This is an optimization exercise on Yosys and OpenROAD, whose aim is small area, a short achievable clock period and few clock cycles per item, not a production implementation.
Only simulation tests tie the RTL to the original design; equivalence was not proved.
Power and IR drop assume default switching activity.

JK:
==> flow/design.v (excerpt) <==
module mem_responder #(
    parameter int DATA_W  = MEM_DATA_W,
    parameter int ADDR_W  = MEM_ADDR_W,
    parameter int DEPTH   = 256
) (
    input  logic              clk,
    input  logic              reset,
    input  logic              bus_read,
    input  logic              bus_write,
    input  logic [ADDR_W-1:0] bus_addr,
    input  logic [DATA_W-1:0] bus_wdata,
    output logic [DATA_W-1:0] bus_rdata,
    output logic              bus_rvalid,
    output logic              bus_wdone,
    output logic              bus_busy,
    output logic              bus_err
);
Settings: LEC_CHECK=0, CAP_MARGIN=30, CORE_MARGIN=2, CORE_UTILIZATION=40, SETUP_SLACK_MARGIN=2.7, SLEW_MARGIN=50, SYNTH_HIERARCHICAL=1, SYNTH_MEMORY_MAX_BITS=16384; clock period 5.5 ns.
run.sh (not shown) runs the stock make flow with config.mk's settings and CLKGATE_MAP_FILE= SYNTH_SCRIPT=/design/flow/synth_recipe.tcl, a recipe that flattens the netlist after the stock synthesis.
Per the final summary, JK finished and its layout is clean on timing, DRC and antenna.
Testbench counts of JK, summed over its fixed seeds: cycles 24,016, items 24,000.
## Diff of input files: MS against JK
Settings: setting CTS_CLUSTER_DIAMETER to 150 for the first time; changing CAP_MARGIN from 30 to 20; changing CORE_UTILIZATION from 40 to 60; changing SLEW_MARGIN from 50 to 20; setting CTS_CLUSTER_SIZE to 30 for the first time.
Notes after the runs:
- Summary of MS over JK: area growth from synthesis to layout down 8.6 points, area used by multi-input combinational logic down 430 um^2, data-path buffer share of cell area in the final layout down 0.67 points, utilization up 19 points.
- Final routed wire length divided by cell count, JK and MS: higher on MS
- MS does better than JK on detailed-placement wirelength estimate.
- In MS, power dissipated in combinational cells is lower than in JK.

Setup of the baseline:
The RTL this note starts from:
==> flow/design.v <==
package mem_pkg;
    localparam int MEM_DATA_W = 16;
    localparam int MEM_ADDR_W = 8;
    typedef enum logic [1:0] {
        S_IDLE,
        S_WAIT,
        S_RESP
    } state_t;
    localparam logic OP_RD = 1'b0;
    localparam logic OP_WR = 1'b1;
endpackage
module mem_rd_aoi3 (
    input  logic s0, s1, s2,
    input  logic d0, d1, d2,
    output logic y_n
);
    assign y_n = ~((s0 & d0) | (s1 & d1) | (s2 & d2));
endmodule
module mem_resp_ram #(
    parameter int DATA_W = 16,
    parameter int DEPTH  = 256,
    parameter int BLK    = 32
) (
    input  logic              clk,
    input  logic [15:0]       hi_we,
    input  logic [15:0]       hi_sel,
    input  logic [15:0]       lo_sel,
    input  logic [DATA_W-1:0] din,
    output logic [DATA_W-1:0] dout
);
    localparam int NB = DEPTH / BLK;         
    localparam int NG = (BLK + 2) / 3;       
    logic [DATA_W-1:0] mem_q [DEPTH];
    logic [DEPTH-1:0]  rsel;
    logic [DATA_W-1:0] part_q [NB];
    logic [DATA_W-1:0] dout_d;
    always_comb begin
        for (int r = 0; r < DEPTH; r++) begin
            rsel[r] = hi_sel[r / 16] & lo_sel[r % 16];
        end
    end
    always_ff @(posedge clk) begin
        for (int r = 0; r < DEPTH; r++) begin
            if (hi_we[r / 16] && lo_sel[r % 16]) begin
                mem_q[r] <= din;
            end
        end
    end
    for (genvar k = 0; k < NB; k++) begin : g_blk
        logic [DATA_W-1:0] grp_n [NG];
        logic [DATA_W-1:0] part_d;
        for (genvar g = 0; g < NG; g++) begin : g_grp
            localparam int R0 = k * BLK + 3 * g;
            if (3 * g + 2 < BLK) begin : g_full
                for (genvar b = 0; b < DATA_W; b++) begin : g_bit
                    mem_rd_aoi3 u_aoi (
                        .s0 (rsel[R0]),      .s1 (rsel[R0+1]),      .s2 (rsel[R0+2]),
                        .d0 (mem_q[R0][b]),  .d1 (mem_q[R0+1][b]),  .d2 (mem_q[R0+2][b]),
                        .y_n(grp_n[g][b])
                    );
                end
            end else if (3 * g + 1 < BLK) begin : g_two
                assign grp_n[g] = ~((mem_q[R0] & {DATA_W{rsel[R0]}}) |
                                    (mem_q[R0+1] & {DATA_W{rsel[R0+1]}}));
            end else begin : g_one
                assign grp_n[g] = ~(mem_q[R0] & {DATA_W{rsel[R0]}});
            end
        end
        always_comb begin
            part_d = '0;
            for (int g = 0; g < NG; g++) begin
                part_d = part_d | ~grp_n[g];
            end
        end
        always_ff @(posedge clk) begin
            part_q[k] <= part_d;
        end
    end
    always_comb begin
        dout_d = '0;
        for (int k = 0; k < NB; k++) begin
            dout_d = dout_d | part_q[k];
        end
    end
    always_ff @(posedge clk) begin
        dout <= dout_d;
    end
endmodule
import mem_pkg::*;
module mem_responder #(
    parameter int DATA_W  = MEM_DATA_W,
    parameter int ADDR_W  = MEM_ADDR_W,
    parameter int DEPTH   = 256
) (
    input  logic              clk,
    input  logic              reset,
    input  logic              bus_read,
    input  logic              bus_write,
    input  logic [ADDR_W-1:0] bus_addr,
    input  logic [DATA_W-1:0] bus_wdata,
    output logic [DATA_W-1:0] bus_rdata,
    output logic              bus_rvalid,
    output logic              bus_wdone,
    output logic              bus_busy,
    output logic              bus_err
);
    logic              rd1_q, wr1_q;
    logic [15:0]       hi1_q, hiw1_q, lo1_q;
    logic [DATA_W-1:0] wdata1_q;
    logic              rd2_q, wr2_q;
    logic              rd3_q, wr3_q;
    logic [DATA_W-1:0] ram_dout;
    always_ff @(posedge clk) begin
        if (reset) begin
            rd1_q  <= 1'b0;
            wr1_q  <= 1'b0;
            hiw1_q <= '0;
        end else begin
            rd1_q <= bus_read && !bus_write;
            wr1_q <= bus_write;
            for (int k = 0; k < 16; k++) begin
                hiw1_q[k] <= bus_write && (bus_addr[7:4] == 4'(k));
            end
        end
    end
    always_ff @(posedge clk) begin
        for (int k = 0; k < 16; k++) begin
            hi1_q[k] <= (bus_addr[7:4] == 4'(k));
            lo1_q[k] <= (bus_addr[3:0] == 4'(k));
        end
        wdata1_q <= bus_wdata;
    end
    always_ff @(posedge clk) begin
        if (reset) begin
            rd2_q <= 1'b0;
            wr2_q <= 1'b0;
            rd3_q <= 1'b0;
            wr3_q <= 1'b0;
        end else begin
            rd2_q <= rd1_q;
            wr2_q <= wr1_q;
            rd3_q <= rd2_q;
            wr3_q <= wr2_q;
        end
    end
    mem_resp_ram #(
        .DATA_W (DATA_W),
        .DEPTH  (DEPTH)
    ) u_ram (
        .clk    (clk),
        .hi_we  (hiw1_q),
        .hi_sel (hi1_q),
        .lo_sel (lo1_q),
        .din    (wdata1_q),
        .dout   (ram_dout)
    );
    assign bus_rdata  = ram_dout;
    assign bus_rvalid = rd3_q;
    assign bus_wdone  = wr3_q;
    assign bus_busy   = 1'b0;
    assign bus_err    = 1'b0;
endmodule
==> flow/config.mk <==
export PLATFORM = sky130hd
export DESIGN_NAME = mem_responder
export DESIGN_NICKNAME = mem_responder
export VERILOG_FILES = /design/flow/design.v
export SDC_FILE = /design/flow/constraint.sdc
export NUM_CORES = 4
export LEC_CHECK = 0
export CAP_MARGIN = 20
export CORE_MARGIN = 2
export CORE_UTILIZATION = 60
export CTS_CLUSTER_DIAMETER = 150
export CTS_CLUSTER_SIZE = 30
export SETUP_SLACK_MARGIN = 2.7
export SLEW_MARGIN = 20
export SYNTH_HIERARCHICAL = 1
export SYNTH_MEMORY_MAX_BITS = 16384
==> flow/constraint.sdc <==
create_clock -name core_clock -period 5.5 [get_ports {clk}]
set_input_delay 1.1000 -clock core_clock [delete_from_list [all_inputs] [get_ports {clk}]]
set_output_delay 1.1000 -clock core_clock [all_outputs]
set_load 0.01 [all_outputs]
Testbench counts of the baseline, summed over its fixed seeds: cycles 24,024, items 24,000.
#### Input delta (the candidate over the baseline)
Settings: SLEW_MARGIN changed from 20 to 10; SETUP_SLACK_MARGIN changed from 2.7 to 3.0; CTS_CLUSTER_SIZE changed from 30 to 24; CTS_CLUSTER_DIAMETER changed from 150 to 120; CORE_UTILIZATION changed from 60 to 70; CAP_MARGIN changed from 20 to 10.
Findings:
Delta (the candidate minus the baseline): number of optimization iterations in the first detailed-route pass moved up; clock network fraction of total power moved up; number of well taps moved down; number of antenna diodes moved up.

== lane 1 ==
mem_responder, a different RTL version from the one above (not shown whole).
Size: ~4400 flip-flops, about 160000 sq um of cells after synthesis.
export LEC_CHECK = 0
export CAP_MARGIN = 30
export CORE_MARGIN = 2
export CORE_UTILIZATION = 40
export SLEW_MARGIN = 50
export SYNTH_MEMORY_MAX_BITS = 16384
create_clock -name core_clock -period 5.5 [get_ports {clk}]
Lane 1 went all the way through synthesis, placement and routing and the layout is clean on timing, DRC and antenna.
Testbench counts of lane 1, summed over its fixed seeds: cycles 24,016, items 24,000.
#### Input delta (lane 2 over lane 1)
Settings: setting SETUP_SLACK_MARGIN to 2.7 for the first time.
Notes after the runs:
- In the metrics for lane 2 and lane 1, the one carrying the lower overall power after layout is lane 2.
- Share of layout cells above drive strength 1 (higher): lane 2
- Between lane 1 and lane 2, the part of the total power dissipated in combinational logic does not differ in any meaningful way.
- Taking lane 2 as 1.0, lane 1 lands at 1.13 on peak supply drop.
- Going from lane 1 to lane 2, the final-layout clock-cell area share was found to have gone down by 0.16 points.
- Compared with lane 1, in lane 2 number of global-route vias before repair held steady, wire length of the first global-routing pass level.
- Higher final antenna diode count among lane 2 and lane 1: lane 2

Setup of job 5144:
Another version of the RTL of mem_responder (not shown whole).
Size: ~4600 flip-flops, about 48 I/O pins, ~0.15 sq mm of cells after synthesis.
clock: 5.5 ns
lec_check: 0
cap_margin: 20
core_margin: 2
core_utilization: 65
cts_cluster_diameter: 150
cts_cluster_size: 28
setup_slack_margin: 3.0
slew_margin: 20
synth_hierarchical: 1
synth_memory_max_bits: 16384
Job 5144: done, clean on timing, DRC and antenna
Testbench counts of job 5144, summed over its fixed seeds: cycles 24,040, items 24,000.
--- input diff job 5144..job 5757 ---
Settings: SETUP_SLACK_MARGIN: 3.0 -> 3.2.
Findings:
Job 5144 completed end to end with timing, DRC and antenna clean.
Per the final summary, job 5757 finished and its layout is clean on timing, DRC and antenna.
First-pass GRT wire length: job 5144 vs job 5757 — no meaningful difference
[compare] base=job 5144 new=job 5757: worst setup margin grew by 28 ps, clock latency of the later-clocked register in the worst-skew pair held steady.
| remaining max-slew budget at the tightest pin | job 5757 vs job 5144 | 2.2 points higher |
~same detailed-route wire length in job 5757 and job 5144
Diff job 5757..job 5144 | sequential share of layout area | negligible
Job 5757 against job 5144: shortest period the worst path allows decreased by 28 ps relative to the old numbers; critical path depth has decreased; final instance area stayed essentially flat; number of placed instances with taps included was more or less identical.

Another version of the RTL of mem_responder (not shown whole).
Size: ~4600 flip-flops, about 48 I/O pins, roughly 0.15 mm^2 of cells after synthesis.
Settings: LEC_CHECK=0, CAP_MARGIN=20, CORE_MARGIN=2, CORE_UTILIZATION=65, CTS_CLUSTER_DIAMETER=150, CTS_CLUSTER_SIZE=28, SETUP_SLACK_MARGIN=3.2, SLEW_MARGIN=20, SYNTH_HIERARCHICAL=1, SYNTH_MEMORY_MAX_BITS=16384; clock period 5.5 ns.
The starting point completed with no timing, DRC or antenna violations.
Testbench counts at the start, summed over its fixed seeds: cycles 24,040, items 24,000.
Change:
SETUP_SLACK_MARGIN = 3.0   (was 3.2)
Wire length is about the same.
First-iteration DRC count climbs slightly.
Global-route usage is about the same.
Cell area barely changes.

Setup of run Z:
Another version of the RTL of mem_responder (not shown whole).
Size: about 48 I/O pins.
==> flow/design.v (excerpt) <==
module mem_responder #(
    parameter int DATA_W  = MEM_DATA_W,
    parameter int ADDR_W  = MEM_ADDR_W,
    parameter int DEPTH   = 256
) (
    input  logic              clk,
    input  logic              reset,
    input  logic              bus_read,
    input  logic              bus_write,
    input  logic [ADDR_W-1:0] bus_addr,
    input  logic [DATA_W-1:0] bus_wdata,
    output logic [DATA_W-1:0] bus_rdata,
    output logic              bus_rvalid,
    output logic              bus_wdone,
    output logic              bus_busy,
    output logic              bus_err
);
clock: 5.5 ns
lec_check: 0
cap_margin: 20
core_margin: 2
core_utilization: 65
cts_cluster_diameter: 150
cts_cluster_size: 28
setup_slack_margin: 3.2
slew_margin: 20
synth_hierarchical: 1
synth_memory_max_bits: 16384
Testbench counts of run Z, summed over its fixed seeds: cycles 24,040, items 24,000.
--- input diff run Z..run D ---
# run Z
export LEC_CHECK = 0
export CAP_MARGIN = 20
export CORE_MARGIN = 2
export CORE_UTILIZATION = 65
export CTS_CLUSTER_DIAMETER = 150
export CTS_CLUSTER_SIZE = 28
export SETUP_SLACK_MARGIN = 3.2
export SLEW_MARGIN = 20
export SYNTH_HIERARCHICAL = 1
export SYNTH_MEMORY_MAX_BITS = 16384
create_clock -name core_clock -period 5.5 [get_ports {clk}]
# run D
export LEC_CHECK = 0
export CAP_MARGIN = 20
export CORE_MARGIN = 2
export CORE_UTILIZATION = 65
export CTS_CLUSTER_DIAMETER = 150
export CTS_CLUSTER_SIZE = 28
export SETUP_SLACK_MARGIN = 3.0
export SLEW_MARGIN = 20
export SYNTH_HIERARCHICAL = 1
export SYNTH_MEMORY_MAX_BITS = 16384
create_clock -name core_clock -period 5.5 [get_ports {clk}]
[summary]
Run D vs. run Z: number of DRC markers in iteration 0 shows no meaningful change; met1 global-route usage shows no meaningful change.
Side by side, post-synthesis to final-layout area growth turned out lower in run D than in run Z.
Clock-cell share of area delta (run D -> run Z): insignificant
NOTE total power divided by cell area run Z->run D increased slightly
On total via count after detailed routing, run D and run Z are basically level.
Worst endpoint required time (run D over run Z): decrease, 120 ps
For wire length of the first global-routing pass, run Z and run D come out practically identical.
On worst-case setup margin in the final layout, run Z beats run D.
Global routing usage summed across all routing layers across run D and run Z: no real change.
A slowest stage cell on the critical path of sky130_fd_sc_hd__dfxtp_1 is what run Z shows, while sky130_fd_sc_hd__a222oi_1 belongs to run D.
Density: run D sparser than run Z

## static timing again, ports no longer ideal
In the flow no input, the clock included, has a driving cell. The finished layouts below were timed again as built, in two steps.
Step 1, drivers: a clkbuf_16 drives clk and a buf_2 each remaining input, both assumed.
Step 2, shift: input delay + t, output delay - t, t = (earliest + latest rising clock arrival at the registers) / 2. This alone moves slack from input paths to output paths.
Slacks: ideal / step 1 / step 2; pairs: ideal / step 1.
run	t, ns	slack for setup (ns)	worst setup path after step 2	worst data-port slew with drivers (ns)
JK	1.055	2.353 / 2.353 / 2.312	input to register	0.06
MS	0.979	2.095 / 2.095 / 2.095	register to register	0.20
the baseline	0.967	2.608 / 2.608 / 2.410	input to register	0.13
the candidate	0.980	2.769 / 2.769 / 2.289	input to register	0.18
lane 1	1.054	1.961 / 1.860 / 1.892	input to register	0.16
lane 2	1.048	2.652 / 2.652 / 1.715	input to register	0.20
job 5144	0.967	2.968 / 2.905 / 2.754	input to register	0.18
job 5757	0.963	2.996 / 2.913 / 2.744	input to register	0.17
the first run of note 5	0.962	3.076 / 2.977 / 2.411	input to register	0.13
the second run of note 5	0.961	3.018 / 2.978 / 2.414	input to register	0.13
run Z	0.980	3.009 / 2.905 / 2.339	input to register	0.15
run D	0.966	2.905 / 2.905 / 2.347	input to register	0.16
After both steps every run listed still meets setup and hold. For lane 2, which loses most, drivers alone change the setup slack by 0.000 ns; drivers and shift together by -0.937 ns.
